This is an optimization exercise on Yosys and OpenROAD, whose aim is small area, a short achievable clock period and few clock cycles per item, not a production implementation. The RTL was checked by simulation tests, not by an equivalence proof against the original design. No activity file was given, so power comes from the tool's default toggle rates.

==> config.mk <==
export PLATFORM = sky130hd
export DESIGN_NAME = dcache_top
export DESIGN_NICKNAME = dcache_top
export VERILOG_FILES = /design/flow/design.v
export SDC_FILE = /design/flow/constraint.sdc
export NUM_CORES = 4
export LEC_CHECK = 0
export CAP_MARGIN = 20
export CORE_MARGIN = 2
export CORE_UTILIZATION = 40
export PLACE_DENSITY = 0.6
export SLEW_MARGIN = 20
==> constraint.sdc <==
create_clock -name core_clock -period 8.0 [get_ports {clk}]
set_input_delay 1.6000 -clock core_clock [delete_from_list [all_inputs] [get_ports {clk}]]
set_output_delay 1.6000 -clock core_clock [all_outputs]
set_load 0.01 [all_outputs]
==> design.v <==
`timescale 1ns/100ps
package dcache_pkg;
    localparam int word_w = 32;
    localparam int set_idx_w = 4;
    localparam int word_off_w = 2;
    localparam int byte_off_w = 2;
    localparam int tag_w = word_w - set_idx_w - word_off_w - byte_off_w;
    localparam int words_per_line = 4;
    localparam int num_sets = 2 ** set_idx_w;
    localparam int num_ways = 2;
    typedef union packed {
        logic [word_w-1:0] raw;
        struct packed {
            logic [tag_w-1:0]      tag;
            logic [set_idx_w-1:0]  set_idx;
            logic [word_off_w-1:0] word_off;
            logic [byte_off_w-1:0] byte_off;
        } fields;
    } dcache_addr_u;
    typedef struct packed {
        logic [tag_w-1:0] tag;
        logic             valid;
        logic             dirty;
    } dcache_meta_t;
    typedef logic [words_per_line-1:0][word_w-1:0] dcache_line_t;
endpackage
`timescale 1ns/100ps
module dcache_way (
    input  logic                             clk,
    input  logic                             nrst,
    input  logic [dcache_pkg::set_idx_w-1:0] index,
    input  logic                             wen,
    input  dcache_pkg::dcache_line_t         wline,
    input  dcache_pkg::dcache_meta_t         wmeta,
    input  logic [dcache_pkg::tag_w-1:0]     lookup_tag,
    output dcache_pkg::dcache_line_t         rline,
    output dcache_pkg::dcache_meta_t         rmeta,
    output logic                             hit
);
    logic [dcache_pkg::tag_w-1:0]  tag_mem [dcache_pkg::num_sets];
    dcache_pkg::dcache_line_t      line_mem [dcache_pkg::num_sets];
    logic [dcache_pkg::num_sets-1:0] valid_q;
    logic [dcache_pkg::num_sets-1:0] dirty_mem;
    always_ff @(posedge clk) begin
        if (!nrst) begin
            valid_q <= '0;
        end else if (wen) begin
            valid_q[index] <= wmeta.valid;
        end
    end
    always_ff @(posedge clk) begin
        if (wen) begin
            tag_mem[index]   <= wmeta.tag;
            dirty_mem[index] <= wmeta.dirty;
            line_mem[index]  <= wline;
        end
    end
    always_ff @(posedge clk) begin
        if (wen) begin
            rline <= wline;
            rmeta <= wmeta;
        end else begin
            rline       <= line_mem[index];
            rmeta.tag   <= tag_mem[index];
            rmeta.valid <= valid_q[index];
            rmeta.dirty <= dirty_mem[index];
        end
    end
    assign hit = rmeta.valid && (rmeta.tag == lookup_tag);
endmodule
`timescale 1ns/100ps
module dcache_victim_select (
    input  logic                     hit0,
    input  logic                     hit1,
    input  dcache_pkg::dcache_line_t rline0,
    input  dcache_pkg::dcache_line_t rline1,
    input  dcache_pkg::dcache_meta_t rmeta0,
    input  dcache_pkg::dcache_meta_t rmeta1,
    output logic                     hit_any,
    output logic                     hit_way,
    input  logic                     lru_way,
    output logic                     victim_way,
    output dcache_pkg::dcache_line_t hit_line,
    output dcache_pkg::dcache_line_t victim_line,
    output dcache_pkg::dcache_meta_t victim_meta
);
    assign hit_any = hit0 | hit1;
    assign hit_way = hit1;
    assign victim_way = !rmeta0.valid ? 1'b0 :
                        !rmeta1.valid ? 1'b1 : lru_way;
    assign hit_line    = hit_way ? rline1 : rline0;
    assign victim_line = victim_way ? rline1 : rline0;
    assign victim_meta = victim_way ? rmeta1 : rmeta0;
endmodule
`timescale 1ns/100ps
module dcache_ctrl (
    input  logic                            clk,
    input  logic                            nrst,
    input  logic                            cpu_read,
    input  logic                            cpu_write,
    input  logic                            cpu_done,
    input  logic [dcache_pkg::word_w-1:0]   cpu_addr,
    input  logic [dcache_pkg::word_w-1:0]   cpu_store,
    output logic                            cpu_ready,
    output logic [dcache_pkg::word_w-1:0]   cpu_load,
    output logic                            mem_read,
    output logic                            mem_write,
    output logic                            mem_done,
    output logic [dcache_pkg::word_w-1:0]   mem_addr,
    output logic [dcache_pkg::word_w-1:0]   mem_store,
    input  logic                            mem_ready,
    input  logic [dcache_pkg::word_w-1:0]   mem_load,
    output logic [dcache_pkg::set_idx_w-1:0] way_index,
    output logic [dcache_pkg::tag_w-1:0]     way_lookup_tag,
    output logic                            way_wen0,
    output logic                            way_wen1,
    output dcache_pkg::dcache_line_t        way_wline,
    output dcache_pkg::dcache_meta_t        way_wmeta,
    input  logic                            hit_any,
    input  logic                            hit_way,
    input  logic                            victim_way,
    input  dcache_pkg::dcache_line_t        hit_line,
    input  dcache_pkg::dcache_line_t        victim_line,
    input  dcache_pkg::dcache_meta_t        victim_meta,
    output logic                            lru_way
);
    typedef enum logic [3:0] {
        st_idle  = 4'b0000,
        st_check = 4'b0001,
        st_rd0   = 4'b0100,
        st_rd1,
        st_rd2,
        st_rd3,
        st_wb0   = 4'b1000,
        st_wb1,
        st_wb2,
        st_wb3
    } state_t;
    state_t state;
    state_t next_state;
    dcache_pkg::dcache_addr_u cpu_a;
    dcache_pkg::dcache_addr_u mem_a;
    logic [dcache_pkg::num_sets-1:0] lru_q;
    logic [dcache_pkg::word_off_w-1:0] word;
    logic                     wen;
    logic                     wsel;
    logic [dcache_pkg::words_per_line*dcache_pkg::word_w-1:0] hit_flat;
    logic [dcache_pkg::words_per_line*dcache_pkg::word_w-1:0] victim_flat;
    logic [dcache_pkg::words_per_line*dcache_pkg::word_w-1:0] wline;
    dcache_pkg::dcache_meta_t wmeta;
    logic                     lru_upd;
    logic                     lru_new;
    assign cpu_a.raw   = cpu_addr;
    assign hit_flat    = hit_line;
    assign victim_flat = victim_line;
    assign word = state[1:0];
    assign lru_way = lru_q[cpu_a.fields.set_idx];
    assign mem_addr = mem_a.raw;
    always_ff @(posedge clk) begin
        if (!nrst) begin
            state <= st_idle;
        end else begin
            state <= next_state;
        end
    end
    always_ff @(posedge clk) begin
        if (!nrst) begin
            lru_q <= '0;
        end else if (lru_upd) begin
            lru_q[cpu_a.fields.set_idx] <= lru_new;
        end
    end
    always_comb begin
        next_state = state;
        cpu_ready  = 1'b0;
        cpu_load   = hit_flat[dcache_pkg::word_w*cpu_a.fields.word_off +: dcache_pkg::word_w];
        mem_read   = 1'b0;
        mem_write  = 1'b0;
        mem_done   = 1'b0;
        mem_a                 = cpu_a;
        mem_a.fields.word_off = word;
        mem_a.fields.byte_off = '0;
        mem_store  = victim_flat[dcache_pkg::word_w*word +: dcache_pkg::word_w];
        wen        = 1'b0;
        wsel       = victim_way;
        wline      = victim_flat;
        wmeta      = victim_meta;
        lru_upd    = 1'b0;
        lru_new    = ~hit_way;
        case (state)
            st_idle: begin
                if (cpu_read || cpu_write) begin
                    next_state = st_check;
                end
            end
            st_check: begin
                if (hit_any) begin
                    cpu_ready = 1'b1;
                    wsel      = hit_way;
                    if (cpu_done) begin
                        next_state = st_idle;
                        lru_upd    = 1'b1;
                        if (cpu_write) begin
                            wen   = 1'b1;
                            wline = hit_flat;
                            wline[dcache_pkg::word_w*cpu_a.fields.word_off +: dcache_pkg::word_w] = cpu_store;
                            wmeta.tag   = cpu_a.fields.tag;
                            wmeta.valid = 1'b1;
                            wmeta.dirty = 1'b1;
                        end
                    end
                end else if (victim_meta.valid && victim_meta.dirty) begin
                    next_state = st_wb0;
                end else begin
                    next_state = st_rd0;
                end
            end
            st_rd0, st_rd1, st_rd2, st_rd3: begin
                mem_read = 1'b1;
                if (mem_ready) begin
                    mem_done    = 1'b1;
                    wen         = 1'b1;
                    wline[dcache_pkg::word_w*word +: dcache_pkg::word_w] = mem_load;
                    if (state == st_rd3) begin
                        wmeta.tag   = cpu_a.fields.tag;
                        wmeta.valid = 1'b1;
                        wmeta.dirty = 1'b0;
                        next_state = st_check;
                        if (cpu_read) begin
                            cpu_ready = 1'b1;
                            cpu_load  = wline[dcache_pkg::word_w*cpu_a.fields.word_off +: dcache_pkg::word_w];
                            if (cpu_done) begin
                                next_state = st_idle;
                                lru_upd    = 1'b1;
                                lru_new    = ~victim_way;
                            end
                        end
                    end else begin
                        next_state = state_t'(state + 4'd1);
                    end
                end
            end
            st_wb0, st_wb1, st_wb2, st_wb3: begin
                mem_write = 1'b1;
                mem_a.fields.tag = victim_meta.tag;
                if (mem_ready) begin
                    mem_done = 1'b1;
                    if (state == st_wb3) begin
                        next_state = st_rd0;
                    end else begin
                        next_state = state_t'(state + 4'd1);
                    end
                end
            end
            default: begin
                next_state = st_idle;
            end
        endcase
    end
    assign way_index      = cpu_a.fields.set_idx;
    assign way_lookup_tag = cpu_a.fields.tag;
    assign way_wen0       = wen && (wsel == 1'b0);
    assign way_wen1       = wen && (wsel == 1'b1);
    assign way_wline      = wline;
    assign way_wmeta      = wmeta;
endmodule
`timescale 1ns/100ps
module dcache_top (
    input  logic                          clk,
    input  logic                          nrst,
    input  logic                          cpu_read,
    input  logic                          cpu_write,
    input  logic                          cpu_done,
    input  logic [dcache_pkg::word_w-1:0] cpu_addr,
    input  logic [dcache_pkg::word_w-1:0] cpu_store,
    output logic                          cpu_ready,
    output logic [dcache_pkg::word_w-1:0] cpu_load,
    output logic                          mem_read,
    output logic                          mem_write,
    output logic                          mem_done,
    output logic [dcache_pkg::word_w-1:0] mem_addr,
    output logic [dcache_pkg::word_w-1:0] mem_store,
    input  logic                          mem_ready,
    input  logic [dcache_pkg::word_w-1:0] mem_load
);
    logic [dcache_pkg::set_idx_w-1:0] way_index;
    logic [dcache_pkg::tag_w-1:0]     way_lookup_tag;
    logic                             way_wen0;
    logic                             way_wen1;
    dcache_pkg::dcache_line_t         way_wline;
    dcache_pkg::dcache_meta_t         way_wmeta;
    dcache_pkg::dcache_line_t         rline0;
    dcache_pkg::dcache_line_t         rline1;
    dcache_pkg::dcache_meta_t         rmeta0;
    dcache_pkg::dcache_meta_t         rmeta1;
    logic                             hit0;
    logic                             hit1;
    logic                     hit_any;
    logic                     hit_way;
    logic                     victim_way;
    logic                     lru_way;
    dcache_pkg::dcache_line_t hit_line;
    dcache_pkg::dcache_line_t victim_line;
    dcache_pkg::dcache_meta_t victim_meta;
    dcache_ctrl i_ctrl (
        .clk         (clk),
        .nrst        (nrst),
        .cpu_read    (cpu_read),
        .cpu_write   (cpu_write),
        .cpu_done    (cpu_done),
        .cpu_addr    (cpu_addr),
        .cpu_store   (cpu_store),
        .cpu_ready   (cpu_ready),
        .cpu_load    (cpu_load),
        .mem_read    (mem_read),
        .mem_write   (mem_write),
        .mem_done    (mem_done),
        .mem_addr    (mem_addr),
        .mem_store   (mem_store),
        .mem_ready   (mem_ready),
        .mem_load    (mem_load),
        .way_index      (way_index),
        .way_lookup_tag (way_lookup_tag),
        .way_wen0       (way_wen0),
        .way_wen1       (way_wen1),
        .way_wline      (way_wline),
        .way_wmeta      (way_wmeta),
        .hit_any     (hit_any),
        .hit_way     (hit_way),
        .victim_way  (victim_way),
        .hit_line    (hit_line),
        .victim_line (victim_line),
        .victim_meta (victim_meta),
        .lru_way     (lru_way)
    );
    dcache_way i_way0 (
        .clk        (clk),
        .nrst       (nrst),
        .index      (way_index),
        .wen        (way_wen0),
        .wline      (way_wline),
        .wmeta      (way_wmeta),
        .lookup_tag (way_lookup_tag),
        .rline      (rline0),
        .rmeta      (rmeta0),
        .hit        (hit0)
    );
    dcache_way i_way1 (
        .clk        (clk),
        .nrst       (nrst),
        .index      (way_index),
        .wen        (way_wen1),
        .wline      (way_wline),
        .wmeta      (way_wmeta),
        .lookup_tag (way_lookup_tag),
        .rline      (rline1),
        .rmeta      (rmeta1),
        .hit        (hit1)
    );
    dcache_victim_select i_sel (
        .hit0        (hit0),
        .hit1        (hit1),
        .rline0      (rline0),
        .rline1      (rline1),
        .rmeta0      (rmeta0),
        .rmeta1      (rmeta1),
        .hit_any     (hit_any),
        .hit_way     (hit_way),
        .lru_way     (lru_way),
        .victim_way  (victim_way),
        .hit_line    (hit_line),
        .victim_line (victim_line),
        .victim_meta (victim_meta)
    );
endmodule
==> run.sh <==
#!/bin/bash
# synth_recipe.tcl (not shown) runs the flow's synth.tcl, then flattens the netlist and writes it again
# the make line also repeats each setting of config.mk as NAME=value (left out here)
make -C /OpenROAD-flow-scripts/flow DESIGN_CONFIG=/design/flow/config.mk WORK_HOME=/design/flow/orfs CLKGATE_MAP_FILE= SYNTH_SCRIPT=/design/flow/synth_recipe.tcl finish
==> impl_metrics.json <==
{
  "status": "complete, no violations",
  "crit_fanout": 19,
  "cpPeakStageDelay_ns": 0.71,
  "ios": 202,
  "grt_first_pass_wirelength_um": 828000,
  "period_share": 0.989,
  "htreeDepth": 5,
  "syn-cell-area_um2": 200000,
  "drt_pass1_iterations": 9,
  "clk_latency_ns": 1.07,
  "io_buffers": 197,
  "cp_top_family": "multiplexers",
  "dr.first_iter.drc_count": 14656,
  "critPathBufInv": 4,
  "synth_edf_count": 4896,
  "core_area_um2": 498000,
  "ys_ff_latch": 4956,
  "vdd_drop_max_mv": 0.211,
  "hold_class": "reg2reg",
  "clock-sinks": 4956,
  "crit_type": "in2out",
  "setup_viol": 0,
  "ys_top_cells_by_area": "edfxtp_1 (73%), mux4_2 (17%), mux2i_1 (2.2%)",
  "hold_slack_ns": 0.472,
  "setup_tns_ns": 0,
  "crit_path_end_kind": "output pin",
  "via_count": 104935,
  "crit_arrival_ns": 6.32,
  "slew_viol_final": 0,
  "tightest_slew_ns": 1.30,
  "p_leak_nw": 71.1,
  "crit_slowest_cell": "clkdlybuf4s50_1",
  "synth.distinct_cells": 79,
  "max_freq_ghz": 0.126,
  "initial_core_util": 0.402,
  "die_area_um2": 506000,
  "ys_warn_count": 2,
  "die_h_um": 711,
  "avgRoutedWirePerCell_um": 35.6,
  "grt_use_total": 0.231,
  "rsz0062_at_grt": "false",
  "gp_congestion": 0.874,
  "ys_async_sr_fraction": 0,
  "startpoint_type": "input pin",
  "p_per_area_nw_per_um2": 267,
  "yosys.cell_count.top_type": "edfxtp_1",
  "place.detailed.hpwl_um": 322000,
  "crit_chain": "clkdlybuf4s50_1 -> mux4_2 -> mux4_2 -> o21ai_4 -> buf_12 -> buf_4 -> mux2i_1 -> o21ai_0 -> mux2_2 -> o22ai_1 -> nor3_1 -> a211o_1 -> clkdlybuf4s50_1",
  "cts_tree": "done",
  "hold_viol": 0,
  "grt_max_degree": 149,
  "yosysSeqAreaShare": 0.741,
  "overflow": 0,
  "area_growth_pct": 15.0,
  "maxCapViolCount": 0,
  "ant_nets": 0,
  "skew_ns": 0.0837,
  "synth_cells": 9176,
  "yosys.area.top_type_share": 0.735,
  "layout_min_cycle_time_ns": 7.92,
  "yosysTopAreaCell": "edfxtp_1",
  "crit_required_ns": 6.40,
  "route.detailed.drc": 0,
  "totalWireLength_um": 600000,
  "synthTopCellsByCount": "edfxtp_1 (4896), mux4_2 (1519), mux2i_1 (433)",
  "slew-limit-headroom": 0.131,
  "grt_pass1_vias": 103903,
  "vias_per_cell": 6.23,
  "antenna_found_initial": 34,
  "synth_ff_type": "edfxtp_1",
  "root_buffer": "clkbuf_16",
  "avgSynthCellArea_um2": 21.8,
  "fp.dieW_um": 711,
  "layout-drive-gt1-share": 0.293,
  "clkSlewWorstSetupHoldPaths_ns": 0.06,
  "final_nets": 9855,
  "cts_buffer_depth": 4,
  "rows": 259,
  "cts_hold_buf": 0,
  "cts_buffers": 480
}
[metrics by stage]
stage | setup slack [ns] | cells | power [mW] | utilization | area, um2
final | 0.0849 | 16834 | 61.4 | 0.462 | 230000
after global routing | 0.00596 | 16812 | 63.1 | 0.462 | 230000
after global placement | -0.639 | 15885 | 39.3 | 0.430 | 214000
after CTS | 0.0429 | 16793 | 61.5 | 0.461 | 230000
after detailed placement | -0.294 | 15894 | 39.7 | 0.430 | 214000
after floorplan | -1.17 | 9177 | 36.1 | - | 200000
[flip-flops by register name (all words and copies together), names as in the netlist, 16 cells and up, named ones only]
name and cells:
i_way0.dirty_mem 16, i_way0.tag_mem 384, i_way1.dirty_mem 16, i_ctrl.lru_q 16, i_way1.line_mem 2048, i_way0.valid_q 16, i_way1.tag_mem 384, i_way1.valid_q 16
i_way0.line_mem 2048
[worst register-to-register path, stage by stage (launching register included)]
cell     delay, ns
dfxtp_2       0.52
inv_2         0.20
buf_4         0.67
ha_2          0.92
or3_1         0.34
nor2_1        0.06
nor2_1        0.99
nand2_1       1.00
o22ai_4       0.55
nand2_1       0.31
nor2_4        0.53
buf_4         0.78
[what timing repair did]
action	CTS	global route
setup endpoints to repair	33	28
gates cloned	3	1
resized for setup	26	12
setup buffers	14	1
pin swaps	1	1
[metal layers]
| metal | GRT usage | vias to the layer above | routed length, um |
|---|---|---|---|
| met3 | 0.0488 | 1255 | 58800 |
| li1 | - | 40459 | - |
| met4 | 0.0785 | 18 | 22200 |
| met2 | 0.368 | 6230 | 285000 |
| met1 | 0.319 | 56973 | 234000 |
| met5 | 0 | - | 107 |
[layout by cell type (no fill, tap or decap), types with 31 or more instances in the layout]
| master | n |
|---|---|
| o21ai_0 | 171 |
| mux2i_1 | 426 |
| xnor2_1 | 31 |
| mux4_2 | 1519 |
| buf_12 | 162 |
| nor2_4 | 31 |
| clkinv_2 | 92 |
| buf_4 | 301 |
| a2bb2oi_1 | 121 |
| o221ai_1 | 43 |
| mux2_2 | 68 |
| clkbuf_16 | 482 |
| o221ai_4 | 33 |
| dfxtp_1 | 54 |
| bufinv_16 | 36 |
| o221ai_2 | 35 |
| inv_1 | 43 |
| a21oi_1 | 35 |
| clkinv_1 | 116 |
| a22oi_1 | 78 |
| clkbuf_1 | 107 |
| nor2_1 | 94 |
| diode_2 | 39 |
| nand2_1 | 421 |
| edfxtp_1 | 4896 |
| clkdlybuf4s50_1 | 189 |
[power breakdown]
group / internal [mW] / leakage, nW / switching, mW / total (mW)
Sequential: 31.1 / 44.5 / 0.105 / 31.2
Clock: 12.2 / 7.35 / 9.78 / 22.0
Combinational: 2.53 / 19.2 / 5.71 / 8.25
Total: 45.8 / 71.1 / 15.6 / 61.4
[layout make-up]
cell class	instances	area, um2
diodes	39	97.6
clock buffers	588	12400
clock inverters	294	2660
fillers	40890	268000
inverters	50	198
multi-input cells	3574	50300
flip-flops and latches	4956	148000
well taps	6655	8330
repair buffers	678	7860
[path summary, 6_finish.rpt]
| path | start | cells after the start | end | slack, ns |
|---|---|---|---|---|
| worst max-delay path | cpu_addr[5] | 13 | cpu_load[9] | 0.08 |
| worst min register to register | i_way1.valid_q[9]$_SDFFE_PN0P_ | 2 | i_way1.valid_q[9]$_SDFFE_PN0P_ | 0.47 |
| worst min-delay path | i_way1.valid_q[9]$_SDFFE_PN0P_ | 2 | i_way1.valid_q[9]$_SDFFE_PN0P_ | 0.47 |
| worst max register to register | i_ctrl.state[1]$_SDFFE_PN0P_ | 11 | i_way1.line_mem[2][107]$_DFFE_PP_ | 0.59 |
[cell families after synthesis]
family / after synthesis / synth area share
buffers and inverters: 647 / 0.0151
adders and majority gates: 13 / 0.000813
muxes: 2025 / 0.197
xor gates and xnor gates: 55 / 0.00241
AOI/OAI and AO/OA: 789 / 0.0293
other: 1 / 0.0000187
DFF: 4956 / 0.741
and+or+nand+nor: 690 / 0.0147
Testbench counts, summed over its fixed seeds: cycles 72,279, accesses 16,000.

[what the ideal ports hide]
How much do the figures lean on ideal ports? The routed layout below was timed once more, with nothing changed but the port constraints.
Step 1, drivers: a clkbuf_16 drives clk and a buf_2 each remaining input, both assumed.
Step 2 also shifts input and output timing later by t, the mid clock arrival at the registers, as if the neighbouring blocks saw the same clock.
a / b / c = ideal ports / drivers / drivers and shift; a / b = the first two.
t (ns): 1.133
setup slack, ns: 0.085 / -0.008 / 0.044
hold slack, ns: 0.472 / 0.472 / 0.472
worst setup path after step 2: input to output
cell pins on the clock port's net: 1
After both steps this run still meets setup and hold. The setup slack of this run moves by -0.093 ns with the drivers and by -0.041 ns with both steps.
